From an optimization exercise on the open Yosys and OpenROAD flow, aimed at small area; shortcuts taken in it are not production practice. In this exercise RTL edits were held to simulation tests only and were not proved equivalent to the original. Power is estimated from default activity; no workload was simulated. The flow treats the clock pin as an ideal source, which a real chip does not have.

File: flow/design.v
package rv_pkg;
    localparam logic [6:0] OPC_OP     = 7'b0110011;
    localparam logic [6:0] OPC_OP_IMM = 7'b0010011;
    localparam logic [6:0] OPC_LUI    = 7'b0110111;
    localparam logic [6:0] F7_BASE = 7'b0000000;
    localparam logic [6:0] F7_ALT  = 7'b0100000;
    localparam logic [1:0] CLS_ILL    = 2'd0;
    localparam logic [1:0] CLS_OP     = 2'd1;
    localparam logic [1:0] CLS_OP_IMM = 2'd2;
    localparam logic [1:0] CLS_LUI    = 2'd3;
endpackage
module rv_regfile (
    input  logic       clk,
    input  logic       clr_i,      
    input  logic       wen_i,
    input  logic [4:0] waddr_i,
    input  logic [1:0] wdig_i,     
    input  logic [4:0] raddr1_i,
    input  logic [4:0] raddr2_i,
    output logic [1:0] rdig1_o,
    output logic [1:0] rdig2_o
);
    logic [31:0][1:0] head;
    logic [3:0]       we_hi;
    logic [7:0]       we_lo;
    assign head[0] = 2'b00;
    for (genvar i = 0; i < 4; i++) begin : g_hi
        assign we_hi[i] = clr_i || (wen_i && waddr_i[4:3] == 2'(i));
    end
    for (genvar i = 0; i < 8; i++) begin : g_lo
        assign we_lo[i] = clr_i || waddr_i[2:0] == 3'(i);
    end
    for (genvar r = 1; r < 32; r++) begin : g_x
        logic [31:0] ring;
        logic        we;
        assign we      = we_hi[r / 8] && we_lo[r % 8];
        assign head[r] = we ? wdig_i : ring[1:0];
        always_ff @(posedge clk)
            ring <= {head[r], ring[31:2]};
    end
    assign rdig1_o = head[raddr1_i];
    assign rdig2_o = head[raddr2_i];
endmodule
module rv_decode (
    input  logic [31:0] inst_i,
    output logic [1:0]  cls_o
);
    logic [6:0] opcode;
    logic [2:0] funct3;
    logic [6:0] funct7;
    logic       is_op;
    logic       is_op_imm;
    logic       is_lui;
    logic       alt;
    logic       f7_ok;
    assign opcode    = inst_i[6:0];
    assign funct3    = inst_i[14:12];
    assign funct7    = inst_i[31:25];
    assign is_op     = opcode == rv_pkg::OPC_OP;
    assign is_op_imm = opcode == rv_pkg::OPC_OP_IMM;
    assign is_lui    = opcode == rv_pkg::OPC_LUI;
    assign alt       = funct7 == rv_pkg::F7_ALT;
    always_comb begin
        if (is_op)
            f7_ok = funct7 == rv_pkg::F7_BASE || (alt && (funct3 == 3'b000 || funct3 == 3'b101));
        else if (funct3 == 3'b001)
            f7_ok = funct7 == rv_pkg::F7_BASE;
        else if (funct3 == 3'b101)
            f7_ok = funct7 == rv_pkg::F7_BASE || alt;
        else
            f7_ok = 1'b1;
        if (is_lui)
            cls_o = rv_pkg::CLS_LUI;
        else if (is_op && f7_ok)
            cls_o = rv_pkg::CLS_OP;
        else if (is_op_imm && f7_ok)
            cls_o = rv_pkg::CLS_OP_IMM;
        else
            cls_o = rv_pkg::CLS_ILL;
    end
endmodule
module rv_execute (
    input  logic        clk,
    input  logic [3:0]  ph_i,
    input  logic        act_i,       
    input  logic        lui_i,
    input  logic        sub_i,       
    input  logic [2:0]  f3_i,
    input  logic        alt_i,
    input  logic [4:0]  shamt_i,     
    input  logic [1:0]  a_i,         
    input  logic [1:0]  b_i,         
    output logic [4:0]  shamt_o,     
    output logic [31:0] r_o
);
    logic        carry_q;
    logic [1:0]  d1_q;
    logic [1:0]  d2_q;
    logic        prev_q;
    logic        last;
    logic        sll;
    logic        srl;
    logic        sra;
    logic        slt;
    logic [4:0]  s;
    logic [3:0]  q;
    logic        cin;
    logic [1:0]  bx;
    logic        c1;
    logic        c2;
    logic [1:0]  sum;
    logic        lt;
    logic        prev;
    logic [1:0]  sll_d;
    logic        spec;
    logic        late;
    logic [4:0]  cq;
    logic        kept_hi;
    logic        kept_lo;
    logic [1:0]  top;
    logic [31:0] nxt;
    logic [31:0] en;
    logic [31:0] tb;
    logic        tb_en;
    logic [4:0]  thr;
    logic        fillv;
    logic        lo_v;
    logic        v_odd;
    logic        v_even;
    assign last = ph_i == 4'd15;
    assign sll  = !lui_i && f3_i == 3'b001;
    assign srl  = !lui_i && f3_i == 3'b101;
    assign sra  = srl && alt_i;
    assign slt  = !lui_i && (f3_i == 3'b010 || f3_i == 3'b011);
    assign shamt_o = {b_i[0], d1_q, d2_q};
    always_comb begin
        if (ph_i > 4'd2)
            s = shamt_i;
        else if (ph_i == 4'd0)
            s = {3'b000, b_i};
        else if (ph_i == 4'd1)
            s = {1'b0, b_i, d1_q};
        else
            s = shamt_o;
    end
    assign q = s[4:1];
    assign cin = ph_i == 4'd0 ? sub_i : carry_q;
    assign bx  = b_i ^ {2{sub_i}};
    assign sum[0] = a_i[0] ^ bx[0] ^ cin;
    assign c1     = (a_i[0] & bx[0]) | (cin & (a_i[0] ^ bx[0]));
    assign sum[1] = a_i[1] ^ bx[1] ^ c1;
    assign c2     = (a_i[1] & bx[1]) | (c1 & (a_i[1] ^ bx[1]));
    assign lt     = f3_i[0] ? !c2 : ((a_i[1] ^ b_i[1]) ? a_i[1] : sum[1]);
    assign prev  = ph_i == 4'd0 ? 1'b0 : prev_q;
    assign sll_d = s[0] ? {a_i[0], prev} : a_i;
    assign cq    = {1'b0, ph_i} + {1'b0, q};
    assign spec  = sll && ph_i == 4'd2 && q == 4'd15;
    assign late  = sll && ph_i >= 4'd2 && cq[4] && !spec;
    assign kept_hi = ph_i >= q;
    assign kept_lo = kept_hi && !(s[0] && ph_i == q);
    assign fillv   = sra && a_i[1];
    assign lo_v    = kept_lo ? a_i[0] : fillv;
    assign v_odd   = srl && (s[0] ? lo_v : a_i[1]);
    assign v_even  = srl && (s[0] ? a_i[1] : lo_v);
    always_comb begin
        if (srl) begin
            tb_en = kept_hi;
            thr   = ~s - {4'b0000, kept_lo};
        end else begin
            tb_en = late;
            thr   = {q, 1'b0} - 5'd2;
        end
    end
    always_comb begin
        if (lui_i)
            top = b_i;
        else begin
            case (f3_i)
                3'b000:  top = sum;
                3'b001:  top = spec ? r_o[29:28] : sll_d;
                3'b100:  top = a_i ^ b_i;
                3'b110:  top = a_i | b_i;
                3'b111:  top = a_i & b_i;
                default: top = 2'b00;
            endcase
        end
    end
    always_comb begin
        for (int j = 0; j < 32; j++)
            tb[j] = tb_en && 5'(j) >= thr;
        for (int j = 0; j < 32; j++) begin
            logic up;
            logic tbm2;
            tbm2 = j >= 2 ? tb[(j + 30) % 32] : 1'b0;
            up   = j < 30 ? r_o[(j + 2) % 32] : top[j % 2];
            en[j] = act_i && !(late && tbm2);
            if (tb[j])
                nxt[j] = tbm2 ? fillv : (j % 2 == 1 ? v_odd : v_even);
            else
                nxt[j] = up;
        end
        if (spec)
            nxt[29:26] = 4'b0000;
        if (last && slt && lt)
            nxt[0] = 1'b1;
    end
    always_ff @(posedge clk) begin
        carry_q <= c2;
        d1_q    <= b_i;
        d2_q    <= d1_q;
        prev_q  <= a_i[1];
    end
    for (genvar j = 0; j < 32; j++) begin : g_r
        always_ff @(posedge clk)
            if (en[j])
                r_o[j] <= nxt[j];
    end
endmodule
module rv_core_top (
    input  logic           clk,
    input  logic           rst_n,
    input  logic           inst_valid_i,
    input  logic [31:0]    inst_i,
    output logic           inst_allowin_o,
    output logic           retire_valid_o,
    output logic [38:0]    retire_o,
    input  logic           retire_ready_i
);
    logic [3:0]  ph;
    logic        clr_q;      
    logic        iv_q;       
    logic        act_q;      
    logic        rv_q;       
    logic        wbp_q;      
    logic [31:7] ir_q;       
    logic [1:0]  cls_q;
    logic [1:0]  cls_in;
    logic [4:0]  ret_rd_q;
    logic        ret_wen;
    logic        ret_ill_q;
    logic [31:0] res;
    logic        ph0;
    logic        ph15;
    logic        go0;
    logic        act;
    logic        last;
    logic        acc;
    logic        is_op;
    logic        is_lui;
    logic        shift;
    logic        sub;
    logic [1:0]  a_d;
    logic [1:0]  rs2_d;
    logic [1:0]  imm_d;
    logic [1:0]  b_d;
    logic [4:0]  shamt_full;
    logic [1:0]  wdig;
    rv_decode decode_i (
        .inst_i (inst_i),
        .cls_o  (cls_in)
    );
    assign ph0  = ph == 4'd0;
    assign ph15 = ph == 4'd15;
    assign go0  = (iv_q || wbp_q) && (!rv_q || retire_ready_i);
    assign act  = ph0 ? go0 : act_q;
    assign last = act && ph15;
    assign inst_allowin_o = ph15 && (!iv_q || act_q);
    assign acc            = inst_valid_i && inst_allowin_o;
    always_ff @(posedge clk or negedge rst_n) begin
        if (!rst_n) begin
            ph    <= 4'd0;
            clr_q <= 1'b1;
            iv_q  <= 1'b0;
            act_q <= 1'b0;
            rv_q  <= 1'b0;
            wbp_q <= 1'b0;
        end else begin
            ph <= ph + 4'd1;
            if (ph15)
                clr_q <= 1'b0;
            if (ph0)
                act_q <= go0;
            else if (ph15)
                act_q <= 1'b0;
            if (acc)
                iv_q <= 1'b1;
            else if (last)
                iv_q <= 1'b0;
            if (last)
                wbp_q <= iv_q;
            if (last && iv_q)
                rv_q <= 1'b1;
            else if (retire_ready_i)
                rv_q <= 1'b0;
        end
    end
    assign is_op  = cls_q == rv_pkg::CLS_OP;
    assign is_lui = cls_q == rv_pkg::CLS_LUI;
    assign shift  = !is_lui && ir_q[13:12] == 2'b01;   
    assign sub    = !is_lui && ((ir_q[14:12] == 3'b000 && is_op && ir_q[30])
                                || ir_q[14:12] == 3'b010 || ir_q[14:12] == 3'b011);
    always_ff @(posedge clk) begin
        if (acc) begin
            ir_q  <= inst_i[31:7];
            cls_q <= cls_in;
        end else if (act && iv_q && shift && ph == 4'd2) begin
            ir_q[24:20] <= shamt_full;
        end
        if (last && iv_q) begin
            ret_rd_q  <= ir_q[11:7];
            ret_ill_q <= cls_q == rv_pkg::CLS_ILL;
        end
    end
    always_comb begin
        if (is_lui) begin
            case (ph)
                4'd6:    imm_d = ir_q[13:12];
                4'd7:    imm_d = ir_q[15:14];
                4'd8:    imm_d = ir_q[17:16];
                4'd9:    imm_d = ir_q[19:18];
                4'd10:   imm_d = ir_q[21:20];
                4'd11:   imm_d = ir_q[23:22];
                4'd12:   imm_d = ir_q[25:24];
                4'd13:   imm_d = ir_q[27:26];
                4'd14:   imm_d = ir_q[29:28];
                4'd15:   imm_d = ir_q[31:30];
                default: imm_d = 2'b00;
            endcase
        end else begin
            case (ph)
                4'd0:    imm_d = ir_q[21:20];
                4'd1:    imm_d = ir_q[23:22];
                4'd2:    imm_d = ir_q[25:24];
                4'd3:    imm_d = ir_q[27:26];
                4'd4:    imm_d = ir_q[29:28];
                4'd5:    imm_d = ir_q[31:30];
                default: imm_d = {2{ir_q[31]}};
            endcase
        end
    end
    assign b_d = cls_q[1] ? imm_d : rs2_d;
    assign wdig = clr_q ? 2'b00 : res[1:0];
    rv_regfile regfile_i (
        .clk      (clk),
        .clr_i    (clr_q),
        .wen_i    ((ph0 || act_q) && wbp_q && ret_wen),
        .waddr_i  (ret_rd_q),
        .wdig_i   (wdig),
        .raddr1_i (ir_q[19:15]),
        .raddr2_i (ir_q[24:20]),
        .rdig1_o  (a_d),
        .rdig2_o  (rs2_d)
    );
    rv_execute execute_i (
        .clk      (clk),
        .ph_i     (ph),
        .act_i    (act),
        .lui_i    (is_lui),
        .sub_i    (sub),
        .f3_i     (ir_q[14:12]),
        .alt_i    (ir_q[30]),
        .shamt_i  (ir_q[24:20]),
        .a_i      (a_d),
        .b_i      (b_d),
        .shamt_o  (shamt_full),
        .r_o      (res)
    );
    assign ret_wen = !ret_ill_q && ret_rd_q != 5'd0;
    assign retire_valid_o = rv_q;
    assign retire_o       = {ret_rd_q, ret_wen, ret_ill_q, res};
endmodule
File: flow/flow/run.sh
#!/bin/bash
# The standard ORFS layout (standard.sh) with three changes:
#  - synthesis maps with an area-oriented ABC script (flow/abc.script);
#    everything else in synthesis is the standard script, so the
#    registers and their names are the standard ones
#  - ports are buffered with sky130_fd_sc_hd__buf_1
#  - clock tree synthesis inserts no dummy loads and uses larger sink clusters
# Each tool's output stays in orfs/logs/; make's output goes to flow.log.
set -euo pipefail
W=$PWD
export BUFFER_PORTS_ARGS="-buffer_cell sky130_fd_sc_hd__buf_1"
export CTS_ARGS="-sink_clustering_enable -repair_clock_nets -dont_use_dummy_load -sink_clustering_size 32 -sink_clustering_max_diameter 80"
sed "s#SYNTH_SCRIPT=[^ ]*#SYNTH_SCRIPT=$W/flow/synth.tcl#" standard.sh > own_standard.sh
bash own_standard.sh > flow.log 2>&1
File: flow/flow/abc.script
&get -n
&st
&dch -f
&nf -R 1000
&put
File: flow/flow/synth.tcl
# synth_recipe.tcl with one change: ABC maps with flow/abc.script
set own_abc_script [file join [file dirname [file normalize [info script]]] abc.script]
proc synth {args} { yosys synth -nofsm -noshare {*}$args }
proc abc {args} {
  set i [lsearch -exact $args -script]
  if { $i >= 0 } {
    set args [lreplace $args $i [expr {$i + 1}] -script $::own_abc_script]
  }
  yosys abc {*}$args
}
source $::env(SCRIPTS_DIR)/synth.tcl
# left out here: clear keep_hierarchy, flatten, clean up, hide names made inside functions, write 1_2_yosys.v
File: flow/standard.sh
#!/bin/bash
# synth_recipe.tcl (not shown) runs the flow's synth.tcl, then flattens the netlist and writes it again
# the make line also repeats each setting of config.mk as NAME=value (left out here)
make -C /OpenROAD-flow-scripts/flow DESIGN_CONFIG=/design/flow/config.mk WORK_HOME=/design/flow/orfs CLKGATE_MAP_FILE= SYNTH_SCRIPT=/design/flow/synth_recipe.tcl "${@:-finish}"
File: flow/config.mk
export PLATFORM = sky130hd
export DESIGN_NAME = rv_core_top
export DESIGN_NICKNAME = rv_core_top
export VERILOG_FILES = /design/flow/design.v
export SDC_FILE = /design/flow/constraint.sdc
export NUM_CORES = 8
export LEC_CHECK = 0
export ABC_AREA = 1
export CAP_MARGIN = 20
export CORE_MARGIN = 2
export CORE_UTILIZATION = 55
export PLACE_DENSITY = 0.65
export SLEW_MARGIN = 20
File: flow/constraint.sdc
create_clock -name core_clock -period 10.0 [get_ports {clk}]
set_input_delay 2.0000 -clock core_clock [delete_from_list [all_inputs] [get_ports {clk}]]
set_output_delay 2.0000 -clock core_clock [all_outputs]
set_load 0.01 [all_outputs]
==> impl_metrics.tcl, run 1 <==
set metrics [dict create \
    p_leak_nw 11.0 \
    critPathLaunchType "register" \
    cts.htree.levels 2 \
    track_usage_pct 18.3 \
    numCtsBuffers 40 \
    initial_utilization_pct 55.7 \
    grt_overflow 0 \
    yosys.area.top_type "dfxtp_1" \
    grt_pass1_vias 12300 \
    rsz0062_at_grt "false" \
    synth_flop_cell "dfxtp_1" \
    setup_violations 0 \
    grt_pass1_wl_mm 69.2 \
    clockBufferDepth 3 \
    via_count 12800 \
    antenna_cells 0 \
    area_growth_pct 8.04 \
    synth_top_area_share_pct 75.1 \
    dpl.hpwl_mm 31.3 \
    fin_worst_skew_ps 41.3 \
    path_clk_slew_ps 110 \
    crit_type "register to register" \
    die_y_um 224 \
    grt_max_degree 42 \
    hold_viol 0 \
    place_congestion 0.877 \
    cp_data_required_time_ps 10430 \
    io_pins 77 \
    clock.fmax_mhz 111 \
    tns_ps 0 \
    cts_resized 0 \
    synth_warnings 4 \
    crit_path_end_kind "register" \
    synth_cell_types 53 \
    port_buffers 76 \
    wl_per_cell_um 17.9 \
    die_w_um 224 \
    synthCells 1810 \
    nets 1997 \
    ys_seq_elements 1072 \
    synth.area.top_cells "dfxtp_1 75%, edfxtp_1 7.3%, a21oi_1 2.4%, o21ai_0 1.7%, nor2_1 1.7%" \
    drt-initial-drc-count 969 \
    max_stage_delay_ps 740 \
    synth_compound_area_share_pct 6.54 \
    maxCapViolCount 0 \
    post_cts_buffers 0 \
    die-area_mm2 0.0501 \
    drcViolationCount 0 \
    layout-drive-gt1-share_pct 3.82 \
    synth_top_family_by_area "compound AO/OA/AOI/OAI gates" \
    cp.arrival_ps 9400 \
    layoutNonFillerInstCount 2551 \
    root_buffer "clkbuf_16" \
    synth-adder-area-share_pct 1.14 \
    synth_edf_count 65 \
    min_from "regfile_i.g_x[18].ring[13]$_DFF_P_" \
    async_flop_share_pct 0.840 \
    core-area_mm2 0.0477 \
    syn_nets 1869 \
    relSlewSlack_pct 28.5 \
    ctsHoldBuffers 0 \
    viasPerCell 5.03 \
    status "no timing/DRC/antenna violations" \
    firstDrtPassIters 5 \
    final_area_mm2 0.0287 \
    ant_nets 0 \
    yosysSeqAreaShare_pct 83.3 \
    synth_area_mm2 0.0266 \
    cp_top_family "compound AO/OA/AOI/OAI gates" \
    cts_tree "done" \
    dpl_cell_area_mm2 0.0277 \
    crit_path_max_fanout 12 \
    r2r_start "ph[1]$_DFF_PN0_" \
    p_per_area_mw_per_mm2 222 \
    place_inst 2511 \
    ir_worst_vdd_mv 0.176 \
    period_share_pct 89.7 \
    drv_slew 0 \
    avgSynthCellArea_um2 14.7 \
    clock_sink_count 1072 \
    synthMuxAreaShare_pct 3.27 \
    fin_crit_ps 8970 \
    synth_xor_area_share_pct 0.263 \
    tightest_slew_ps 1070 \
    path_buf_inv 3 \
    rows 80 \
    antenna_found_initial 0 \
    worstSkewPairLatency_ps 590 \
    cp_common_cell "a21oi_1" \
    yosys.area_share.simple_pct 4.76 \
    critPathSlowestCell "xnor2_1" \
    drt_wl_total_mm 45.6 \
    hold_class "register to register" \
    startpoint "ph[1]$_DFF_PN0_" \
]
Yosys cell counts (16+ instances only):
cell / n
a21oi_1: 128
a31oi_1: 18
clkinv_1: 48
dfxtp_1: 998
edfxtp_1: 65
ha_1: 21
mux2_1: 25
mux2i_1: 16
mux4_2: 19
nand2_1: 98
nand3_1: 20
nor2_1: 122
o21ai_0: 93
final cells by class:
| cell class | instances | area (um^2) |
|---|---|---|
| tap | 615 | 769 |
| sequential | 1072 | 22200 |
| fill | 3710 | 19000 |
| clock buffer | 40 | 1000 |
| timing repair buffer | 88 | 375 |
| inverter | 48 | 180 |
| multi-input combinational | 688 | 4260 |
placed cells by master (no fill, tap or decap), types with 11 or more instances in the layout:
| master | Yosys | final |
|---|---|---|
| edfxtp_1 | 65 | 65 |
| a31oi_1 | 18 | 18 |
| mux4_2 | 19 | 19 |
| buf_1 | 0 | 76 |
| buf_4 | 2 | 12 |
| o21ai_0 | 93 | 92 |
| mux2_1 | 25 | 25 |
| clkinv_1 | 48 | 48 |
| dfxtp_1 | 998 | 998 |
| nand4_1 | 11 | 11 |
| nand2_1 | 98 | 98 |
| clkbuf_16 | 0 | 40 |
| nand3_1 | 20 | 19 |
| a32oi_1 | 11 | 11 |
| mux2i_1 | 16 | 16 |
| a21oi_1 | 128 | 127 |
| nor2_1 | 122 | 122 |
| ha_1 | 21 | 21 |
sequential cells by signal, summed over array words and instances, names as in the netlist, 2 cells and up:
signal              cells
ir_q                   25
execute_i.d1_q          2
regfile_i.g_x.ring    992
execute_i.r_o          32
cls_q                   2
ret_rd_q                5
ph                      4
execute_i.d2_q          2
through the flow:
step | setup WS, ps | util [%] | hold slack, ps | total power, W
floorplan | 2800 | - | 310 | 0.00454
global placement | 1200 | 58.1 | 310 | 0.00461
detailed placement | 948 | 58.1 | 312 | 0.00461
CTS | 862 | 60.2 | 297 | 0.00643
global route | 181 | 60.2 | 300 | 0.00659
finish | 1030 | 60.2 | 294 | 0.00637
final timing paths:
kind / depth (start not counted) / to / slack, ps
setup / recovery: 27 / execute_i.r_o[2]$_DFFE_PP_ / 1030
hold / removal: 0 / regfile_i.g_x[18].ring[11]$_DFF_P_ / 290
setup reg to reg: 27 / execute_i.r_o[2]$_DFFE_PP_ / 1030
hold reg to reg: 0 / regfile_i.g_x[18].ring[11]$_DFF_P_ / 290
max in group asynchronous: 1 / clr_q$_DFFE_PN1P_ / 8300
min in group asynchronous: 1 / ph[2]$_DFF_PN0_ / 1340
cell families after synthesis:
kind of cell,count (synthesis)
DFF,1072
AOI/OAI and AO/OA,303
and+or+nand+nor,294
muxes,60
buffers and inverters,50
adders and majority gates,23
xor gates and xnor gates,8
report_power, final:
part	total [W]	switching [W]	internal, W	leakage, nW
combinational	0.000139	0.0000968	0.0000425	1.74
sequential	0.00437	0.0000235	0.00435	8.76
clock	0.00186	0.00114	0.000726	0.493
per-layer routing:
layer	track usage, %	share of wire [%]
met1	26.4	48
met2	27.5	43
met3	3.48	5.2
met4	7.33	3.6
met5	0	0
==> run 2: changes to the inputs <==
--- a/flow/design.v
+++ b/flow/design.v
@@ -193,7 +193,7 @@
             logic tbm2;
             tbm2 = j >= 2 ? tb[(j + 30) % 32] : 1'b0;
             up   = j < 30 ? r_o[(j + 2) % 32] : top[j % 2];
-            en[j] = act_i && !(late && tbm2);
+            en[j] = act_i && !(late && (j >= 2 ? tb[((j & ~1) + 30) % 32] : 1'b0));
             if (tb[j])
                 nxt[j] = tbm2 ? fillv : (j % 2 == 1 ? v_odd : v_even);
             else
@@ -311,32 +311,15 @@
             ret_ill_q <= cls_q == rv_pkg::CLS_ILL;
         end
     end
+    logic [3:0] imm_sel;
+    logic [31:12] imm_f;
+    assign imm_f   = ir_q[31:12];
+    assign imm_sel = is_lui ? ph - 4'd6 : ph + 4'd4;
     always_comb begin
-        if (is_lui) begin
-            case (ph)
-                4'd6:    imm_d = ir_q[13:12];
-                4'd7:    imm_d = ir_q[15:14];
-                4'd8:    imm_d = ir_q[17:16];
-                4'd9:    imm_d = ir_q[19:18];
-                4'd10:   imm_d = ir_q[21:20];
-                4'd11:   imm_d = ir_q[23:22];
-                4'd12:   imm_d = ir_q[25:24];
-                4'd13:   imm_d = ir_q[27:26];
-                4'd14:   imm_d = ir_q[29:28];
-                4'd15:   imm_d = ir_q[31:30];
-                default: imm_d = 2'b00;
-            endcase
-        end else begin
-            case (ph)
-                4'd0:    imm_d = ir_q[21:20];
-                4'd1:    imm_d = ir_q[23:22];
-                4'd2:    imm_d = ir_q[25:24];
-                4'd3:    imm_d = ir_q[27:26];
-                4'd4:    imm_d = ir_q[29:28];
-                4'd5:    imm_d = ir_q[31:30];
-                default: imm_d = {2{ir_q[31]}};
-            endcase
-        end
+        if (is_lui ? ph < 4'd6 : ph > 4'd5)
+            imm_d = {2{ir_q[31] && !is_lui}};
+        else
+            imm_d = imm_f[12 + 2 * imm_sel +: 2];
     end
     assign b_d = cls_q[1] ? imm_d : rs2_d;
     assign wdig = clr_q ? 2'b00 : res[1:0];
--- a/flow/flow/run.sh
+++ b/flow/flow/run.sh
@@ -9,6 +9,6 @@
 set -euo pipefail
 W=$PWD
 export BUFFER_PORTS_ARGS="-buffer_cell sky130_fd_sc_hd__buf_1"
-export CTS_ARGS="-sink_clustering_enable -repair_clock_nets -dont_use_dummy_load -sink_clustering_size 32 -sink_clustering_max_diameter 80"
+export CTS_ARGS="-sink_clustering_enable -repair_clock_nets -dont_use_dummy_load -sink_clustering_size 36 -sink_clustering_max_diameter 80"
 sed "s#SYNTH_SCRIPT=[^ ]*#SYNTH_SCRIPT=$W/flow/synth.tcl#" standard.sh > own_standard.sh
 bash own_standard.sh > flow.log 2>&1
--- a/flow/config.mk
+++ b/flow/config.mk
@@ -8,6 +8,5 @@
 export ABC_AREA = 1
 export CAP_MARGIN = 20
 export CORE_MARGIN = 2
-export CORE_UTILIZATION = 55
-export PLACE_DENSITY = 0.65
+export CORE_UTILIZATION = 50
 export SLEW_MARGIN = 20
==> impl_metrics.tcl, run 2 <==
set metrics [dict create \
    synth_top_family_by_area "compound AO/OA/AOI/OAI gates" \
    root_buffer "clkbuf_16" \
    clock_sink_count 1072 \
    synth_cell_types 53 \
    reg_top3 "regfile_i.g_x.ring (992), execute_i.r_o (32), ir_q (25)" \
    post_cts_buffers 0 \
    p_per_area_mw_per_mm2 220 \
    initial_utilization_pct 50.5 \
    drt_wl_total_mm 43.6 \
    die_w_um 234 \
    layout_common_cells "998 x dfxtp_1, 164 x nand2_1, 139 x a21oi_1, 117 x o21ai_0, 101 x nor2_1" \
    synthCells 1848 \
    grt_pass1_vias 11600 \
    max_stage_delay_ps 700 \
    grt_pass1_wl_mm 65.8 \
    utilization_pct 54.7 \
    yosys.area_share.simple_pct 4.87 \
    via_count 12600 \
    clock.fmax_mhz 113 \
    drv_slew 0 \
    critPathLaunchType "register" \
    synth_edf_count 65 \
    drt-initial-drc-count 926 \
    cts.htree.levels 2 \
    ctsHoldBuffers 0 \
    synth_area_mm2 0.0265 \
    grt_overflow 0 \
    port_buffers 76 \
    wl_per_cell_um 16.4 \
    synth_xor_area_share_pct 0.331 \
    maxCapViolCount 0 \
    largest_reg_flops 992 \
    fin_worst_skew_ps 49.5 \
    cp_data_required_time_ps 10320 \
    synth_compound_area_share_pct 7.06 \
    antenna_found_initial 1 \
    drcViolationCount 0 \
    path_clk_slew_ps 120 \
    critPathSlowestCell "o31ai_1" \
    hold_viol 0 \
    hold_class "register to register" \
    cts_resized 0 \
    relSlewSlack_pct 31.2 \
    yosys-top-cells-count "998 x dfxtp_1, 164 x nand2_1, 139 x a21oi_1" \
    cts_tree "done" \
    rows 84 \
    yosys.area.top_type "dfxtp_1" \
    crit_path_max_fanout 13 \
    synthMuxAreaShare_pct 1.86 \
    layout-drive-gt1-share_pct 3.25 \
    nets 2038 \
    dpl.hpwl_mm 29.8 \
    final_common_cell "dfxtp_1" \
    synth.area.top_cells "dfxtp_1 75%, edfxtp_1 7.4%, a21oi_1 2.6%, nand2_1 2.3%, o21ai_0 2.2%" \
    rsz0062_at_grt "false" \
    regMostFlops "regfile_i.g_x.ring" \
    setup_violations 0 \
    avgSynthCellArea_um2 14.3 \
    crit_type "register to register" \
    numCtsBuffers 38 \
    core-area_mm2 0.0524 \
    synth_top_area_share_pct 75.4 \
    firstDrtPassIters 6 \
    viasPerCell 4.74 \
    async_flop_share_pct 0.840 \
    ys_seq_elements 1072 \
    die_y_um 234 \
    yosysSeqAreaShare_pct 83.7 \
    io_pins 77 \
    crit_path_end_kind "register" \
    track_usage_pct 15.9 \
    fin_crit_ps 8810 \
    die-area_mm2 0.0548 \
    tns_ps 0 \
    synth_warnings 4 \
    ir_worst_vdd_mv 0.151 \
    ant_nets 0 \
    clockBufferDepth 3 \
    cp.arrival_ps 9140 \
    syn_nets 1912 \
    worstSkewPairLatency_ps 590 \
    p_leak_nw 11.0 \
    place_congestion 0.863 \
    grt_max_degree 53 \
    fillers 4292 \
    yosys.cell_count.top_type "dfxtp_1" \
    status "no timing/DRC/antenna violations" \
    tightest_slew_ps 1030 \
    area_growth_pct 8.23 \
    synth-adder-area-share_pct 1.38 \
    synth_flop_cell "dfxtp_1" \
    period_share_pct 88.1 \
]
run 2: cells by family after synthesis:
group | Yosys count
flops | 1072
compound gates | 333
simple gates | 315
buf+inv | 58
mux | 32
fa+ha+maj | 28
xor+xnor | 10
run 2: final timing paths:
| kind | to | cells past startpoint | slack (ps) | startpoint |
|---|---|---|---|---|
| max in group asynchronous | ph[0]$_DFF_PN0_ | 1 | 8170 | rst_n |
| min in group asynchronous | iv_q$_DFFE_PN0P_ | 1 | 1400 | rst_n |
| max reg2reg | execute_i.r_o[2]$_DFFE_PP_ | 33 | 1190 | ph[0]$_DFF_PN0_ |
| min reg2reg | regfile_i.g_x[16].ring[27]$_DFF_P_ | 0 | 280 | regfile_i.g_x[16].ring[29]$_DFF_P_ |
| max | execute_i.r_o[2]$_DFFE_PP_ | 33 | 1190 | ph[0]$_DFF_PN0_ |
| min | regfile_i.g_x[16].ring[27]$_DFF_P_ | 0 | 280 | regfile_i.g_x[16].ring[29]$_DFF_P_ |
run 2: metrics by stage:
stage / worst slack (ps) / cell area [um^2] / cells / hold slack (ps) / total power [W]
after global placement: 1480 / 27700 / 2622 / 309 / 0.00459
after CTS: 1200 / 28700 / 2660 / 275 / 0.00638
after detailed placement: 1210 / 27700 / 2622 / 312 / 0.00459
after global routing: 339 / 28700 / 2660 / 269 / 0.00654
after floorplan: 2630 / 26500 / 1848 / 310 / 0.00453
final: 1190 / 28700 / 2663 / 279 / 0.00632
run 2: layout make-up:
type | instances | area [um^2] | area share, %
sequential | 1072 | 22200 | 77.3
multi-input combinational | 718 | 4110 | 14.3
clock buffer | 38 | 951 | 3.32
tap | 688 | 861 | 3.00
timing repair buffer | 88 | 375 | 1.31
inverter | 56 | 210 | 0.733
antenna | 3 | 7.51 | 0.0262
run 2: per-layer routing:
| layer | vias to the layer above | GRT usage [%] | wire (um) |
|---|---|---|---|
| li1 | 6374 | - | - |
| met1 | 5903 | 24.0 | 22400 |
| met2 | 283 | 22.6 | 17800 |
| met3 | 72 | 2.89 | 2050 |
| met4 | 0 | 6.01 | 1260 |
| met5 | - | 0 | 0 |
run 2: power breakdown:
group          switching [W]  internal [W]
registers          0.0000201       0.00435
logic              0.0000893     0.0000397
clock network        0.00113      0.000692
total                0.00124       0.00508
run 2: critical path, delay by kind of cell, from the launching register on:
kind,cells,cell delay (ps)
buffers and inverters,2,680
xor gates and xnor gates,1,200
AOI/OAI and AO/OA,14,3550
adders and majority gates,4,1240
and+or+nand+nor,12,2360
DFF,1,550
==> run 3: changes to the inputs <==
--- a/flow/design.v
+++ b/flow/design.v
@@ -193,7 +193,7 @@
             logic tbm2;
             tbm2 = j >= 2 ? tb[(j + 30) % 32] : 1'b0;
             up   = j < 30 ? r_o[(j + 2) % 32] : top[j % 2];
-            en[j] = act_i && !(late && (j >= 2 ? tb[((j & ~1) + 30) % 32] : 1'b0));
+            en[j] = act_i && !(late && tbm2);
             if (tb[j])
                 nxt[j] = tbm2 ? fillv : (j % 2 == 1 ? v_odd : v_even);
             else
==> impl_metrics.tcl, run 3 <==
set metrics [dict create \
    status "no timing/DRC/antenna violations" \
    crit_path_max_fanout 20 \
    avgSynthCellArea_um2 14.6 \
    drt-initial-drc-count 887 \
    p_leak_nw 11.1 \
    max_stage_delay_ps 650 \
    yosys.area.top_type "dfxtp_1" \
    hold_viol 0 \
    grt_overflow 0 \
    p_per_area_mw_per_mm2 219 \
    synth.area.top_cells "dfxtp_1 75%, edfxtp_1 7.3%, a21oi_1 2.6%, nand2_1 2.1%, o21ai_0 2.0%" \
    async_flop_share_pct 0.840 \
    place_congestion 0.869 \
    synthCells 1823 \
    viasPerCell 4.80 \
    crit_type "register to register" \
    fin_crit_ps 9110 \
    cp_top_family "compound AO/OA/AOI/OAI gates" \
    synth_top_area_share_pct 75.2 \
    clock.fmax_mhz 110 \
    setup_violations 0 \
    yosysSeqAreaShare_pct 83.4 \
    regMostFlops "regfile_i.g_x.ring" \
    drt_wl_total_mm 43.2 \
    dpl.hpwl_mm 29.2 \
    post_cts_buffers 0 \
    ant_nets 0 \
    critPathLaunchType "register" \
    core-area_mm2 0.0526 \
    critPathSlowestCell "dfrtp_1" \
    layout_common_cells "998 x dfxtp_1, 150 x nand2_1, 136 x a21oi_1, 104 x o21ai_0, 83 x nor2_1" \
    hold_class "register to register" \
    crit_path_end_kind "register" \
    tightest_slew_ps 984 \
    period_share_pct 91.1 \
    firstDrtPassIters 5 \
    clockBufferDepth 3 \
    antenna_found_initial 0 \
    nets 2019 \
    yosys.cell_count.top_type "dfxtp_1" \
    grt_max_degree 44 \
    grt_pass1_wl_mm 65.8 \
    die_y_um 235 \
    die_w_um 235 \
    yosys-top-cells-count "998 x dfxtp_1, 150 x nand2_1, 136 x a21oi_1" \
    path_clk_slew_ps 120 \
    cts.htree.levels 2 \
    antenna_cells 0 \
    root_buffer "clkbuf_16" \
    grt_pass1_vias 11900 \
    final_common_cell "dfxtp_1" \
    rows 84 \
    ys_seq_elements 1072 \
    rsz0062_at_grt "false" \
    largest_reg_flops 992 \
    reg_top3 "regfile_i.g_x.ring (992), execute_i.r_o (32), ir_q (25)" \
    syn_nets 1887 \
    cts_tree "done" \
    layout-drive-gt1-share_pct 4.05 \
    io_pins 77 \
    track_usage_pct 15.7 \
    fin_total_pwr_w 0.00632 \
    fin_worst_skew_ps 62.4 \
    relSlewSlack_pct 34.4 \
    drcViolationCount 0 \
    port_buffers 76 \
    ctsHoldBuffers 0 \
    area_growth_pct 8.38 \
    initial_utilization_pct 50.6 \
    path_buf_inv 3 \
    tns_ps 0 \
    maxCapViolCount 0 \
    worstSkewPairLatency_ps 590 \
    synth_cell_types 54 \
    clock_sink_count 1072 \
    numCtsBuffers 38 \
    die-area_mm2 0.0550 \
    synth_warnings 4 \
    synth_edf_count 65 \
    cp.arrival_ps 9340 \
    drv_slew 0 \
    cp_data_required_time_ps 10230 \
    r2r_slack_ps 890 \
    synth_flop_cell "dfxtp_1" \
    wl_per_cell_um 16.4 \
    ir_worst_vdd_mv 0.163 \
    synth_area_mm2 0.0266 \
    via_count 12700 \
]
## run 3: cell types whose count changed after synthesis, sizes merged, moves of 3 or more
cell   delta
nor2     -17
nand2    -14
o21ai    -12
mux2i     +8
mux4      +6
mux2      +5
a21oi     -3
a31oi     +3
## run 3: worst reg2reg max path: cells and delay by family, from the launching register on
| kind | cells | cell delay, ps |
|---|---|---|
| fa+ha+maj | 4 | 1210 |
| xor+xnor | 1 | 590 |
| compound gates | 12 | 3190 |
| flops | 1 | 650 |
| mux | 2 | 850 |
| buf+inv | 3 | 820 |
| simple gates | 9 | 1440 |
## run 3: worst paths after layout
path	depth (start not counted)	to	from
max	31	execute_i.r_o[22]$_DFFE_PP_	ph[0]$_DFF_PN0_
min	0	regfile_i.g_x[6].ring[26]$_DFF_P_	regfile_i.g_x[6].ring[28]$_DFF_P_
max reg2reg	31	execute_i.r_o[22]$_DFFE_PP_	ph[0]$_DFF_PN0_
min reg2reg	0	regfile_i.g_x[6].ring[26]$_DFF_P_	regfile_i.g_x[6].ring[28]$_DFF_P_
max in group asynchronous	1	iv_q$_DFFE_PN0P_	rst_n
min in group asynchronous	1	ph[0]$_DFF_PN0_	rst_n
## run 3: cell type report
class,count,area [um^2]
Inverter,55,206
Fill cell,4335,23700
Sequential cell,1072,22200
Multi-Input combinational cell,694,4210
Clock buffer,38,951
Tap cell,688,861
Timing Repair Buffer,94,420
## run 3: logic make-up after synthesis
kind of cell / after synthesis / synth area share [%]
compound gates: 316 / 6.70
mux: 51 / 2.87
fa+ha+maj: 28 / 1.37
flops: 1072 / 83.4
simple gates: 289 / 4.53
xor+xnor: 10 / 0.329
buf+inv: 57 / 0.833
## run 3: routing by layer
| metal | share of wire (%) | GRT usage (%) | up-vias |
|---|---|---|---|
| li1 | - | - | 6335 |
| met1 | 49 | 22.7 | 6004 |
| met2 | 44 | 24.0 | 272 |
| met3 | 4.4 | 2.64 | 71 |
| met4 | 2.5 | 5.44 | 0 |
| met5 | 0 | 0 | - |
## run 3: through the flow
step / instance area (um^2) / utilization [%] / setup slack [ps] / hold WS (ps) / cells
floorplan: 26600 / - / 278 / 310 / 1823
global placement: 27800 / 53.0 / 1190 / 310 / 2602
detailed placement: 27800 / 53.0 / 819 / 312 / 2602
CTS: 28800 / 54.8 / 690 / 289 / 2640
global route: 28800 / 54.8 / 50.4 / 282 / 2641
finish: 28800 / 54.8 / 891 / 291 / 2641
## run 3: power by group
group          switching (W)  internal, W  total [W]
logic              0.0000912    0.0000433   0.000134
registers          0.0000189      0.00435    0.00437
clock network        0.00113     0.000693    0.00182
total                0.00124      0.00508    0.00632
## run 3: repair_timing
action	CTS	global route
endpoints found under the setup margin	0	1
hold endpoints to repair	0	0
resized for setup	0	1
==> run 4: changes to the inputs <==
--- a/flow/design.v
+++ b/flow/design.v
@@ -193,7 +193,7 @@
             logic tbm2;
             tbm2 = j >= 2 ? tb[(j + 30) % 32] : 1'b0;
             up   = j < 30 ? r_o[(j + 2) % 32] : top[j % 2];
-            en[j] = act_i && !(late && tbm2);
+            en[j] = act_i && !(late && (j >= 2 ? tb[((j & ~1) + 30) % 32] : 1'b0));
             if (tb[j])
                 nxt[j] = tbm2 ? fillv : (j % 2 == 1 ? v_odd : v_even);
             else
==> flow/flow/run.sh (replaced) <==
#!/bin/bash
# The standard ORFS layout (standard.sh) with these changes:
#  - synthesis maps with an area-oriented ABC script (flow/abc.script) and
#    without the adder / Kogge-Stone carry mapping; everything else in
#    synthesis is the standard script, so the registers and their names
#    are the standard ones
#  - ports are buffered with sky130_fd_sc_hd__buf_1
#  - clock tree synthesis inserts no dummy loads and uses larger sink clusters
# Each tool's output stays in orfs/logs/; make's output goes to flow.log.
set -euo pipefail
W=$PWD
export BUFFER_PORTS_ARGS="-buffer_cell sky130_fd_sc_hd__buf_1"
export CTS_ARGS="-sink_clustering_enable -repair_clock_nets -dont_use_dummy_load -sink_clustering_size 36 -sink_clustering_max_diameter 80"
sed -e "s#SYNTH_SCRIPT=[^ ]*#SYNTH_SCRIPT=$W/flow/synth.tcl ADDER_MAP_FILE= SYNTH_OPERATIONS_ARGS=-noshare#" standard.sh > own_standard.sh
bash own_standard.sh > flow.log 2>&1
==> impl_metrics.tcl, run 4 <==
set metrics [dict create \
    synth_area_mm2 0.0262 \
    yosys.cell_count.top_type "dfxtp_1" \
    ys_seq_elements 1072 \
    root_buffer "clkbuf_16" \
    synth_top_area_share_pct 76.2 \
    numCtsBuffers 39 \
    largest_reg_flops 992 \
    cts.htree.levels 2 \
    crit_type "register to register" \
    p_per_area_mw_per_mm2 223 \
    dpl.hpwl_mm 30.6 \
    clock_sink_count 1072 \
    clockBufferDepth 3 \
    cp_data_required_time_ps 10230 \
    layoutNonFillerInstCount 2586 \
    initial_utilization_pct 50.8 \
    hold_class "register to register" \
    period_share_pct 85.1 \
    setup_violations 0 \
    syn_nets 1813 \
    core-area_mm2 0.0516 \
    maxCapViolCount 0 \
    post_cts_buffers 0 \
    grt_pass1_vias 11500 \
    drcViolationCount 0 \
    synth_flop_cell "dfxtp_1" \
    crit_path_max_fanout 14 \
    die_w_um 233 \
    cts_tree "done" \
    cts_resized 0 \
    die_y_um 233 \
    place_inst 2544 \
    min_from "regfile_i.g_x[30].ring[20]$_DFF_P_" \
    track_usage_pct 16.5 \
    grt_max_degree 47 \
    place_ws_ps 1640 \
    io_pins 77 \
    cp.arrival_ps 8740 \
    fin_worst_skew_ps 83.2 \
    area_growth_pct 8.43 \
    yosys-top-cells-count "998 x dfxtp_1, 128 x a21oi_1, 125 x nor2_1" \
    critPathLaunchType "register" \
    yosys.area.top_type "dfxtp_1" \
    port_buffers 76 \
    die-area_mm2 0.0543 \
    cp_common_cell "a21oi_1" \
    crit_path_end_kind "register" \
    r2r_start "ph[0]$_DFF_PN0_" \
    antenna_found_initial 2 \
    layout-drive-gt1-share_pct 4.05 \
    firstDrtPassIters 5 \
    clock.fmax_mhz 118 \
    ir_worst_vdd_mv 0.156 \
    ant_nets 0 \
    yosysSeqAreaShare_pct 84.5 \
    hold_ws_ps 285 \
    startpoint "ph[0]$_DFF_PN0_" \
    synth.area.top_cells "dfxtp_1 76%, edfxtp_1 7.4%, a21oi_1 2.4%, mux4_2 1.9%, nor2_1 1.8%" \
    synth_edf_count 65 \
    place_congestion 0.844 \
    async_flop_share_pct 0.840 \
    tns_ps 0 \
    rows 83 \
    avgSynthCellArea_um2 14.8 \
    p_leak_nw 10.8 \
    fin_crit_ps 8510 \
    wl_per_cell_um 17.3 \
    drt_wl_total_mm 44.7 \
    drv_slew 0 \
    viasPerCell 4.75 \
    synth_cell_types 48 \
    critPathSlowestCell "o31ai_1" \
    worstSkewPairLatency_ps 600 \
    nets 1941 \
    reg_top3 "regfile_i.g_x.ring (992), execute_i.r_o (32), ir_q (25)" \
    synthCells 1777 \
    max_stage_delay_ps 710 \
    path_clk_slew_ps 120 \
    tightest_slew_ps 897 \
    ctsHoldBuffers 0 \
    synth_warnings 4 \
    relSlewSlack_pct 39.7 \
    layout_setup_ws_ps 1490 \
    rsz0062_at_grt "false" \
    drt-initial-drc-count 781 \
    via_count 12300 \
    final_common_cell "dfxtp_1" \
    grt_overflow 0 \
    hold_viol 0 \
    layout_common_cells "998 x dfxtp_1, 128 x a21oi_1, 125 x nor2_1, 111 x nand2_1, 86 x o21ai_0" \
    regMostFlops "regfile_i.g_x.ring" \
    grt_pass1_wl_mm 66.9 \
    status "no timing/DRC/antenna violations" \
]
## run 4: cell types whose count changed after synthesis, sizes merged, moves of 7 or more
cell    previous run  this run
nand2            150       111
a21oi            136       128
o21ai            105        86
nor2              84       125
clkinv            55        48
xnor2              4        16
ha                26         0
## run 4: area by class of cell
cell class,instances,area [um^2]
tap,680,851
timing repair buffer,89,383
antenna,3,7.51
clock buffer,39,976
sequential,1072,22200
fill,4186,23200
inverter,48,180
multi-input combinational,655,3860
## run 4: cells by family (layout without fill, tap and decap cells)
kind of cell	Yosys count	after routing	share of synthesized area, %
flip-flops	1072	1072	84.5
AND/OR/NAND/NOR	297	297	4.76
AO/OA/AOI/OAI	280	280	5.98
multiplexers	54	54	3.16
buffers and inverters	50	176	0.745
XOR/XNOR	21	21	0.702
adder cells (fa/ha/maj)	3	3	0.115
other	0	3	0
## run 4: worst max-delay path, delay by kind of cell, from the launching register on
family          cells  cell delay [ps]
compound gates     16             4730
simple gates        7             1160
xor+xnor            2              930
buf+inv             4              700
flops               1              680
## run 4: worst paths after layout
| kind | slack [ps] | to | depth (start not counted) |
|---|---|---|---|
| worst min-delay path | 280 | regfile_i.g_x[30].ring[18]$_DFF_P_ | 0 |
| worst max register to register | 1490 | execute_i.r_o[22]$_DFFE_PP_ | 29 |
| min in group asynchronous | 1350 | rv_q$_DFFE_PN0P_ | 1 |
| max in group asynchronous | 8170 | ph[0]$_DFF_PN0_ | 1 |
| worst min register to register | 280 | regfile_i.g_x[30].ring[18]$_DFF_P_ | 0 |
| worst max-delay path | 1490 | execute_i.r_o[22]$_DFFE_PP_ | 29 |
## run 4: per-stage QoR
stage	total power [W]	util, %	area [um^2]
after CTS	0.00641	55.0	28400
after global routing	0.00657	55.1	28400
final	0.00634	55.1	28400
after detailed placement	0.00459	53.2	27400
after global placement	0.00459	53.1	27400
after floorplan	0.00453	-	26200
## run 4: power breakdown
part / internal, W / total, W / switching [W]
combinational: 0.0000376 / 0.000125 / 0.0000871
sequential: 0.00435 / 0.00437 / 0.0000239
clock: 0.000709 / 0.00185 / 0.00114
## run 4: routing by layer
layer | vias up | global-route usage, % | share of wire (%) | wire (um)
li1 | 6159 | - | - | -
met1 | 5761 | 23.9 | 50 | 22300
met2 | 261 | 24.5 | 42 | 18800
met3 | 94 | 2.79 | 4.3 | 1910
met4 | 0 | 7.19 | 3.8 | 1690
met5 | - | 0 | 0 | 0
==> run 5: changes to the inputs <==
==> flow/flow/abc.script (replaced) <==
&get -n
&st
&deepsyn -T 120
&dch -f
&nf -R 1000
&put
==> impl_metrics.tcl, run 5 <==
set metrics [dict create \
    die_w_um 232 \
    maxCapViolCount 0 \
    ys_seq_elements 1072 \
    regMostFlops "regfile_i.g_x.ring" \
    hold_ws_ps 279 \
    relSlewSlack_pct 33.1 \
    dpl.hpwl_mm 33.8 \
    synth_flop_cell "dfxtp_1" \
    final_area_mm2 0.0282 \
    grt_overflow 0 \
    synth_xor_area_share_pct 0.337 \
    yosys.area.top_type "dfxtp_1" \
    die-area_mm2 0.0538 \
    synth-adder-area-share_pct 0.116 \
    rows 83 \
    p_leak_nw 10.7 \
    area_growth_pct 8.42 \
    cp_data_required_time_ps 10210 \
    grt_pass1_vias 11400 \
    drt_wl_total_mm 47.8 \
    antenna_found_initial 0 \
    yosys.cell_count.top_type "dfxtp_1" \
    reg_top3 "regfile_i.g_x.ring (992), execute_i.r_o (32), ir_q (25)" \
    clockBufferDepth 3 \
    crit_path_max_fanout 15 \
    cts_resized 0 \
    yosys.area_share.simple_pct 4.76 \
    synth_area_mm2 0.0260 \
    cp.arrival_ps 8160 \
    ir_worst_vdd_mv 0.150 \
    initial_utilization_pct 50.6 \
    synth_warnings 4 \
    ctsHoldBuffers 0 \
    hold_viol 0 \
    post_cts_buffers 0 \
    die_y_um 232 \
    synth_top_family_by_area "compound AO/OA/AOI/OAI gates" \
    layoutNonFillerInstCount 2545 \
    synth_compound_area_share_pct 6.29 \
    path_clk_slew_ps 120 \
    io_pins 77 \
    rsz0062_at_grt "false" \
    drcViolationCount 0 \
    critPathLaunchType "register" \
    cts.htree.levels 2 \
    numCtsBuffers 38 \
    via_count 12400 \
    root_buffer "clkbuf_16" \
    fin_total_pwr_w 0.00636 \
    synth.area.top_cells "dfxtp_1 77%, edfxtp_1 7.5%, a21oi_1 1.5%, nor2_1 1.4%, mux2i_1 1.3%" \
    layout_common_cells "998 x dfxtp_1, 95 x nor2_1, 90 x nand2_1, 76 x a21oi_1, 76 x buf_1" \
    fin_crit_ps 7960 \
    synth_cell_types 52 \
    p_per_area_mw_per_mm2 226 \
    synthMuxAreaShare_pct 2.30 \
    final_common_cell "dfxtp_1" \
    layout-drive-gt1-share_pct 2.95 \
    clock.fmax_mhz 126 \
    status "no timing/DRC/antenna violations" \
    largest_reg_flops 992 \
    period_share_pct 79.6 \
    yosysSeqAreaShare_pct 85.3 \
    cts_tree "done" \
    drv_slew 0 \
    track_usage_pct 17.7 \
    firstDrtPassIters 5 \
    tightest_slew_ps 994 \
    setup_violations 0 \
    yosys-top-cells-count "998 x dfxtp_1, 95 x nor2_1, 90 x nand2_1" \
    place_congestion 0.900 \
    hold_class "register to register" \
    wl_per_cell_um 18.8 \
    clock_sink_count 1072 \
    viasPerCell 4.87 \
    dpl_cell_area_mm2 0.0272 \
    syn_nets 1773 \
    drt-initial-drc-count 936 \
    synth_top_area_share_pct 76.9 \
    crit_path_end_kind "register" \
    worstSkewPairLatency_ps 590 \
    core-area_mm2 0.0513 \
    grt_max_degree 37 \
    place_inst 2505 \
    nets 1901 \
    avgSynthCellArea_um2 15.0 \
    synth_edf_count 65 \
    ant_nets 0 \
    async_flop_share_pct 0.840 \
    crit_type "register to register" \
    port_buffers 76 \
    fin_worst_skew_ps 86.3 \
    grt_pass1_wl_mm 70.4 \
    tns_ps 0 \
    synthCells 1737 \
]
==> run 5: cell count changes after synthesis, sizes merged, moves of 10 or more <==
cell / previous run / this run
xnor2: 16 / 3
o21ai: 86 / 64
a21oi: 128 / 76
mux4: 22 / 0
clkinv: 48 / 58
a22o: 0 / 11
mux2: 11 / 22
nand2: 111 / 90
mux2i: 21 / 35
nor2: 125 / 95
nor3: 7 / 21
==> run 5: path summary, 6_finish.rpt <==
path                                                    startpoint                            endpoint  slack, ps  cells after the start
worst max-delay path                               ph[0]$_DFF_PN0_     execute_i.r_o[27]$_SDFFCE_PP0P_       2040                     21
worst min-delay path            regfile_i.g_x[29].ring[22]$_DFF_P_  regfile_i.g_x[29].ring[20]$_DFF_P_        280                      0
worst max register to register                     ph[0]$_DFF_PN0_     execute_i.r_o[27]$_SDFFCE_PP0P_       2040                     21
worst min register to register  regfile_i.g_x[29].ring[22]$_DFF_P_  regfile_i.g_x[29].ring[20]$_DFF_P_        280                      0
max in group asynchronous                                    rst_n                     ph[2]$_DFF_PN0_       8170                      1
min in group asynchronous                                    rst_n                   wbp_q$_DFFE_PN0P_       1360                      1
==> run 5: logic make-up after synthesis <==
family          Yosys count
compound gates          257
fa+ha+maj                 3
xor+xnor                 10
mux                      57
buf+inv                  60
flops                  1072
simple gates            278
==> run 5: metal layers <==
metal,vias to the layer above,track usage (%),wire [um]
met3,91,2.69,2140
met5,-,0,0
met4,0,7.39,1800
li1,6079,-,-
met2,319,26.6,20300
met1,5905,25.5,23500
==> run 5: critical path, stage by stage (launching register included) <==
cell and delay (ps):
dfrtp_1 570, nor4_1 920, buf_4 250, o211a_1 210, a31oi_1 300, or2_0 360, mux2_1 270, nor2_1 60
a2111oi_0 330, o21ai_0 180, a31oi_1 220, o21ai_0 170, a2bb2oi_1 540, a21oi_1 270, a21oi_1 280, nand2_1 160
or3_1 390, a21oi_1 190, xor2_1 570, or2_0 480, o21ai_0 330, o21ai_0 500
==> run 5: stage by stage <==
| stage | worst slack, ps | utilization [%] |
|---|---|---|
| 2_1_floorplan | 3510 | - |
| 3_3_place_gp | 2340 | 53.0 |
| 3_5_place_dp | 2280 | 53.0 |
| 4_1_cts | 2180 | 54.9 |
| 5_1_grt | 1320 | 54.9 |
| 6_report | 2040 | 54.9 |
==> run 5: power breakdown <==
part / switching, W / internal, W / total [W]
clock: 0.00113 / 0.000692 / 0.00182
combinational: 0.000102 / 0.0000461 / 0.000148
sequential: 0.0000384 / 0.00436 / 0.00439
==> run 5: cell type report <==
cell class	instances	area [um^2]
diodes	2	5.00
fillers	4244	23100
multi-input cells	605	3590
well taps	680	851
repair buffers	90	390
clock buffers	38	951
flip-flops and latches	1072	22200
inverters	58	218
==> run 6: changes to the inputs <==
--- a/flow/flow/run.sh
+++ b/flow/flow/run.sh
@@ -10,6 +10,6 @@
 set -euo pipefail
 W=$PWD
 export BUFFER_PORTS_ARGS="-buffer_cell sky130_fd_sc_hd__buf_1"
-export CTS_ARGS="-sink_clustering_enable -repair_clock_nets -dont_use_dummy_load -sink_clustering_size 36 -sink_clustering_max_diameter 80"
+export CTS_ARGS="-sink_clustering_enable -repair_clock_nets -dont_use_dummy_load -sink_clustering_size 34 -sink_clustering_max_diameter 90"
 sed -e "s#SYNTH_SCRIPT=[^ ]*#SYNTH_SCRIPT=$W/flow/synth.tcl ADDER_MAP_FILE= SYNTH_OPERATIONS_ARGS=-noshare#" standard.sh > own_standard.sh
 bash own_standard.sh > flow.log 2>&1
==> flow/flow/abc.script (replaced) <==
&get -n
&st
&deepsyn -T 200
&dch -f
&nf -R 1000
&put
==> impl_metrics.tcl, run 6 <==
set metrics [dict create \
    hold_viol 0 \
    max_stage_delay_ps 690 \
    fin_total_pwr_w 0.00637 \
    crit_end "execute_i.r_o[12]$_DFFE_PP_" \
    port_buffers 76 \
    cp.arrival_ps 8070 \
    p_per_area_mw_per_mm2 227 \
    dpl.hpwl_mm 33.1 \
    r2r_slack_ps 2240 \
    drt_wl_total_mm 47.8 \
    cts.htree.levels 2 \
    final_common_cell "dfxtp_1" \
    p_leak_nw 10.6 \
    place_ws_ps 2270 \
    critPathLaunchType "register" \
    yosys.cell_count.top_type "dfxtp_1" \
    area_growth_pct 8.32 \
    track_usage_pct 17.8 \
    hold_ws_ps 305 \
    fillers 4227 \
    utilization_pct 54.7 \
    synth_top_area_share_pct 77.1 \
    crit_path_max_fanout 12 \
    met1_length_mm 22.9 \
    synth_edf_count 65 \
    viasPerCell 4.90 \
    path_buf_inv 3 \
    relSlewSlack_pct 27.6 \
    clockBufferDepth 3 \
    yosys-top-cells-count "998 x dfxtp_1, 135 x nand2_1, 107 x nor2_1" \
    startpoint "ph[2]$_DFF_PN0_" \
    drv_slew 0 \
    layout-drive-gt1-share_pct 2.53 \
    nets 1938 \
    period_share_pct 77.6 \
    dr_wl_met2_mm 20.7 \
    setup_violations 0 \
    grt_pass1_wl_mm 71.2 \
    layout_setup_ws_ps 2240 \
    tns_ps 0 \
    rr_worst_depth 25 \
    rr_endpoint "execute_i.r_o[12]$_DFFE_PP_" \
    cts_tree "done" \
    avgSynthCellArea_um2 14.6 \
    clock_sink_count 1072 \
    cts_resized 0 \
    synth.area.top_cells "dfxtp_1 77%, edfxtp_1 7.5%, nand2_1 2.0%, o21ai_0 2.0%, nor2_1 1.5%" \
    rsz0062_at_grt "false" \
    r2r_start "ph[2]$_DFF_PN0_" \
    reg_top3 "regfile_i.g_x.ring (992), execute_i.r_o (32), ir_q (25)" \
    yosysSeqAreaShare_pct 85.5 \
    post_cts_buffers 0 \
    ctsHoldBuffers 0 \
    firstDrtPassIters 5 \
    die-area_mm2 0.0537 \
    ir_worst_vdd_mv 0.180 \
    die_y_um 232 \
    cp_data_required_time_ps 10300 \
    min_from "regfile_i.g_x[29].ring[30]$_DFF_P_" \
    clock.fmax_mhz 129 \
    initial_utilization_pct 50.5 \
    worstSkewPairLatency_ps 590 \
    cp_top_family "compound AO/OA/AOI/OAI gates" \
    maxCapViolCount 0 \
    yosys.area.top_type "dfxtp_1" \
    crit_cells 25 \
    rows 83 \
    hold_class "register to register" \
    crit_type "register to register" \
    regMostFlops "regfile_i.g_x.ring" \
    async_flop_share_pct 0.840 \
    grt_max_degree 35 \
    highest_layer "met4" \
    io_pins 77 \
    synth_warnings 4 \
    synth_flop_cell "dfxtp_1" \
    root_buffer "clkbuf_16" \
    fin_crit_ps 7760 \
    crit_path_end_kind "register" \
    path_clk_slew_ps 90 \
    numCtsBuffers 38 \
    antenna_found_initial 0 \
    place_congestion 0.893 \
    grt_overflow 0 \
    core-area_mm2 0.0513 \
    synth_area_mm2 0.0259 \
    synthCells 1780 \
    ys_seq_elements 1072 \
    critPathSlowestCell "a31oi_1" \
    die_w_um 232 \
    ant_nets 0 \
    drt-initial-drc-count 1030 \
    wl_met3_mm 2.28 \
    layout_common_cells "998 x dfxtp_1, 135 x nand2_1, 107 x nor2_1, 100 x o21ai_0, 76 x buf_1" \
    fin_worst_skew_ps 69.7 \
    grt_pass1_vias 11900 \
    wl_per_cell_um 18.5 \
    tightest_slew_ps 1080 \
    drcViolationCount 0 \
    largest_reg_flops 992 \
    via_count 12600 \
    syn_nets 1816 \
    status "no timing/DRC/antenna violations" \
    synth_cell_types 56 \
]
==> run 6: worst register-to-register path: stages (launching register included) <==
cell and delay (ps):
dfrtp_1 560, clkinv_1 220, nand2_1 150, nor3_1 50, buf_4 190, o211a_1 280, a31oi_1 690, nor2_1 280
o21ai_0 690, o221ai_1 210, a21oi_1 170, nor4_1 70, o31ai_1 680, clkinv_1 310, a21oi_1 420, a21oi_1 110
nor2_1 160, nor2_1 70, xnor2_1 640, nand2_1 310, or3_1 500, nand2_1 210, nor2_1 70, a21oi_1 250
o211ai_1 130, o21a_1 120
==> run 6: worst min-delay path by stage <==
| stage | depth (start not counted) | end | slack, ps |
|---|---|---|---|
| after global routing | 0 | regfile_i.g_x[29].ring[28]$_DFF_P_ | 300 |
| after detailed placement | 0 | regfile_i.g_x[23].ring[26]$_DFF_P_ | 310 |
| after floorplan | 0 | regfile_i.g_x[10].ring[0]$_DFF_P_ | 310 |
| after global placement | 0 | regfile_i.g_x[4].ring[11]$_DFF_P_ | 310 |
| after CTS | 0 | regfile_i.g_x[5].ring[23]$_DFF_P_ | 300 |
| final | 0 | regfile_i.g_x[29].ring[28]$_DFF_P_ | 310 |
==> run 6: report_power, final <==
| group | leakage [nW] | switching, W | internal [W] | total [W] |
|---|---|---|---|---|
| sequential | 8.77 | 0.0000320 | 0.00436 | 0.00439 |
| combinational | 1.37 | 0.000106 | 0.0000476 | 0.000153 |
| clock | 0.468 | 0.00113 | 0.000692 | 0.00182 |
==> run 6: final cells by class <==
cell class / instances / area, um^2 / share of cell area, %
clock buffer: 38 / 951 / 3.39
inverter: 59 / 221 / 0.789
multi-input combinational: 647 / 3530 / 12.6
tap: 680 / 851 / 3.03
timing repair buffer: 84 / 365 / 1.30
sequential: 1072 / 22200 / 78.9
antenna: 1 / 2.50 / 0.00891
==> run 6: logic make-up after synthesis <==
kind of cell | Yosys count | share of synthesized area (%)
DFF | 1072 | 85.5
xor gates and xnor gates | 10 | 0.338
adders and majority gates | 2 | 0.0772
muxes | 10 | 0.406
buffers and inverters | 61 | 0.912
AOI/OAI and AO/OA | 290 | 7.10
and+or+nand+nor | 335 | 5.67
==> run 6: routing by layer <==
metal | global-route usage (%) | vias up
li1 | - | 6179
met1 | 25.4 | 5999
met2 | 27.3 | 353
met3 | 2.68 | 114
met4 | 7.37 | 0
met5 | 0 | -
==> run 6: metrics by stage <==
step | area (um^2) | std cells
after floorplan | 25900 | 1780
after global placement | 27100 | 2541
after detailed placement | 27100 | 2541
after CTS | 28000 | 2579
after global routing | 28100 | 2580
final | 28100 | 2581
==> run 7: changes to the inputs <==
--- a/flow/config.mk
+++ b/flow/config.mk
@@ -8,5 +8,6 @@
 export ABC_AREA = 1
 export CAP_MARGIN = 20
 export CORE_MARGIN = 2
-export CORE_UTILIZATION = 50
+export CORE_UTILIZATION = 60
+export PLACE_DENSITY = 0.7
 export SLEW_MARGIN = 20
==> impl_metrics.tcl, run 7 <==
set metrics [dict create \
    status "no timing/DRC/antenna violations" \
    p_sw_w 0.00127 \
    path_clk_slew_ps 110 \
    worstSkewPairLatency_ps 590 \
    drv_slew 0 \
    reg_top3 "regfile_i.g_x.ring (992), execute_i.r_o (32), ir_q (25)" \
    grt_max_degree 35 \
    final_common_cell "dfxtp_1" \
    die-area_mm2 0.0449 \
    fillers 2986 \
    layout_common_cells "998 x dfxtp_1, 135 x nand2_1, 107 x nor2_1, 100 x o21ai_0, 76 x buf_1" \
    grt_overflow 0 \
    p_per_area_mw_per_mm2 228 \
    avgSynthCellArea_um2 14.6 \
    synth_flop_cell "dfxtp_1" \
    syn_nets 1816 \
    drcViolationCount 0 \
    drt-initial-drc-count 1056 \
    swShare_pct 20.0 \
    critPathLaunchType "register" \
    p_leak_nw 10.6 \
    synthCells 1780 \
    via_count 12700 \
    io_pins 77 \
    ir_worst_vdd_mv 0.222 \
    combPwrFrac_pct 2.4 \
    hold_ws_ps 278 \
    layout_setup_ws_ps 2040 \
    yosys.area.top_type "dfxtp_1" \
    fin_worst_skew_ps 59.0 \
    clkPwrFrac_pct 28.7 \
    cp_data_required_time_ps 10310 \
    hold_viol 0 \
    yosysSeqAreaShare_pct 85.5 \
    cts_resized 0 \
    area_growth_pct 7.73 \
    synth_warnings 4 \
    tns_ps 0 \
    rsz0062_at_grt "false" \
    max_stage_delay_ps 780 \
    maxCapViolCount 0 \
    clock.fmax_mhz 126 \
    dpl.hpwl_mm 33.7 \
    hold_class "register to register" \
    place_ws_ps 2270 \
    place_congestion 0.884 \
    crit_chain "clkinv_1 -> nand2_1 -> nor3_1 -> o211a_1 -> a31oi_1 -> nor2_1 -> o21ai_0 -> nor2_1 -> o31ai_1 -> nor4_1 -> o31ai_1 -> clkinv_1 -> a21oi_1 -> a21oi_1 -> nor2_1 -> nor2_1 -> xnor2_1 -> nand2_1 -> or3_1 -> nand2_1 -> nor2_1 -> a21oi_1 -> o211ai_1 -> o21a_1" \
    synth_top_area_share_pct 77.1 \
    crit_path_end_kind "register" \
    crit_path_max_fanout 12 \
    post_cts_buffers 0 \
    share_seq_of_total_power_pct 68.9 \
    p_int_w 0.00510 \
    die_y_um 212 \
    cp_common_cell "nor2_1" \
    yosys-top-cells-count "998 x dfxtp_1, 135 x nand2_1, 107 x nor2_1" \
    largest_reg_flops 992 \
    die_w_um 212 \
    layout.area.seq_mm2 0.0222 \
    critPathSlowestCell "o21ai_0" \
    ys_seq_elements 1072 \
    synth.area.top_cells "dfxtp_1 77%, edfxtp_1 7.5%, nand2_1 2.0%, o21ai_0 2.0%, nor2_1 1.5%" \
    setup_violations 0 \
    grt_pass1_wl_mm 75.8 \
    async_flop_share_pct 0.840 \
    regMostFlops "regfile_i.g_x.ring" \
    nets 1936 \
    rows 76 \
    ant_nets 0 \
    layout-drive-gt1-share_pct 2.42 \
    cp.arrival_ps 8260 \
    antenna_found_initial 1 \
    synth_area_mm2 0.0259 \
    port_buffers 76 \
    numCtsBuffers 38 \
    period_share_pct 79.6 \
    cts_tree "done" \
    grt_pass1_vias 12700 \
    ctsHoldBuffers 0 \
    firstDrtPassIters 8 \
    track_usage_pct 22.9 \
    clock_sink_count 1072 \
    clockBufferDepth 3 \
    cts.htree.levels 2 \
    crit_type "register to register" \
    viasPerCell 5.13 \
    multi_input_area_mm2 0.00353 \
    synth_edf_count 65 \
    synth_cell_types 56 \
    relSlewSlack_pct 29.5 \
    wl_per_cell_um 20.5 \
    yosys.cell_count.top_type "dfxtp_1" \
    initial_utilization_pct 60.4 \
    root_buffer "clkbuf_16" \
    tightest_slew_ps 1050 \
    drt_wl_total_mm 51.0 \
    core-area_mm2 0.0429 \
    fin_crit_ps 7960 \
]
run 7: cell counts after synthesis:
Identical to the previous run, type by type.
run 7: path summary, 6_finish.rpt:
check | startpoint | to | slack, ps | cells after the start
min in group asynchronous | rst_n | rv_q$_DFFE_PN0P_ | 1460 | 1
max | ph[2]$_DFF_PN0_ | execute_i.r_o[12]$_DFFE_PP_ | 2040 | 24
min | regfile_i.g_x[2].ring[24]$_DFF_P_ | regfile_i.g_x[2].ring[22]$_DFF_P_ | 280 | 0
max in group asynchronous | rst_n | ph[3]$_DFF_PN0_ | 8080 | 1
max reg2reg | ph[2]$_DFF_PN0_ | execute_i.r_o[12]$_DFFE_PP_ | 2040 | 24
min reg2reg | regfile_i.g_x[2].ring[24]$_DFF_P_ | regfile_i.g_x[2].ring[22]$_DFF_P_ | 280 | 0
run 7: worst max-delay path, delay by kind of cell (launching register included):
kind            cells  cell delay (ps)
buf+inv             2              530
xor+xnor            1              660
compound gates     10             3850
flops               1              580
simple gates       11             2080
run 7: cells by family (layout without fill, tap and decap cells):
kind of cell	count (synthesis)	count (layout)	share of synthesized area, %
DFF	1072	1072	85.5
and+or+nand+nor	335	335	5.67
AOI/OAI and AO/OA	290	290	7.10
buffers and inverters	61	179	0.912
xor gates and xnor gates	10	10	0.338
muxes	10	10	0.406
adders and majority gates	2	2	0.0772
other	0	1	0
run 7: final cells by class:
cell class,count,area share (%)
inverter,59,0.793
clock buffer,38,3.41
sequential,1072,79.4
multi-input combinational,647,12.6
antenna,1,0.00896
timing repair buffer,82,1.18
tap,585,2.62
run 7: power by group through the flow:
stage | clock network [W] | registers, W | logic [W]
4_1_cts | 0.00187 | 0.00439 | 0.000153
6_report | 0.00183 | 0.00439 | 0.000153
5_1_grt | 0.00201 | 0.00439 | 0.000168
3_3_place_gp | 0 | 0.00449 | 0.000150
3_5_place_dp | 0 | 0.00449 | 0.000152
2_1_floorplan | 0 | 0.00448 | 0.0000739
run 7: metrics by stage:
step	util, %	cells	area (um^2)	total power [W]
2_1_floorplan	-	1780	25900	0.00456
3_3_place_gp	62.9	2445	27000	0.00464
3_5_place_dp	62.9	2445	27000	0.00464
4_1_cts	65.1	2483	27900	0.00641
5_1_grt	65.1	2483	27900	0.00657
6_report	65.1	2484	27900	0.00637
run 7: per-layer routing:
metal,up-vias,wire (um),track usage (%)
li1,6181,-,-
met1,6092,23800,32.1
met2,359,23300,37.3
met3,107,2240,2.73
met4,0,1660,7.84
met5,-,0,0

port drivers added, routing unchanged:
In the flow no input, the clock included, has a driving cell. The finished layouts below were timed again as built, in two steps. Step 1 assumes that a clkbuf_16 drives the clock port and a buf_2 every other input. Step 2, shift: input delay + t, output delay - t, t = (earliest + latest rising clock arrival at the registers) / 2. This alone moves slack from input paths to output paths. Slacks: ideal ports / drivers / drivers and shift; pairs: ideal ports / drivers.
run	t, ns	setup slack, ns	worst hold slack (ns)	latest minus earliest clock arrival (ns)
run 1	0.634	1.028 / 1.028 / 1.028	0.294 / 0.294 / 0.294	0.042 / 0.042
run 2	0.629	1.185 / 1.185 / 1.185	0.279 / 0.279 / 0.279	0.050 / 0.050
run 3	0.623	0.891 / 0.891 / 0.891	0.291 / 0.291 / 0.291	0.062 / 0.063
run 4	0.622	1.494 / 1.494 / 1.494	0.285 / 0.285 / 0.285	0.084 / 0.084
run 5	0.606	2.045 / 2.045 / 2.045	0.279 / 0.279 / 0.279	0.086 / 0.087
run 6	0.613	2.236 / 2.236 / 2.236	0.305 / 0.305 / 0.305	0.070 / 0.070
run 7	0.627	2.041 / 2.041 / 2.041	0.278 / 0.278 / 0.278	0.070 / 0.069
After both steps every run listed still meets setup and hold.
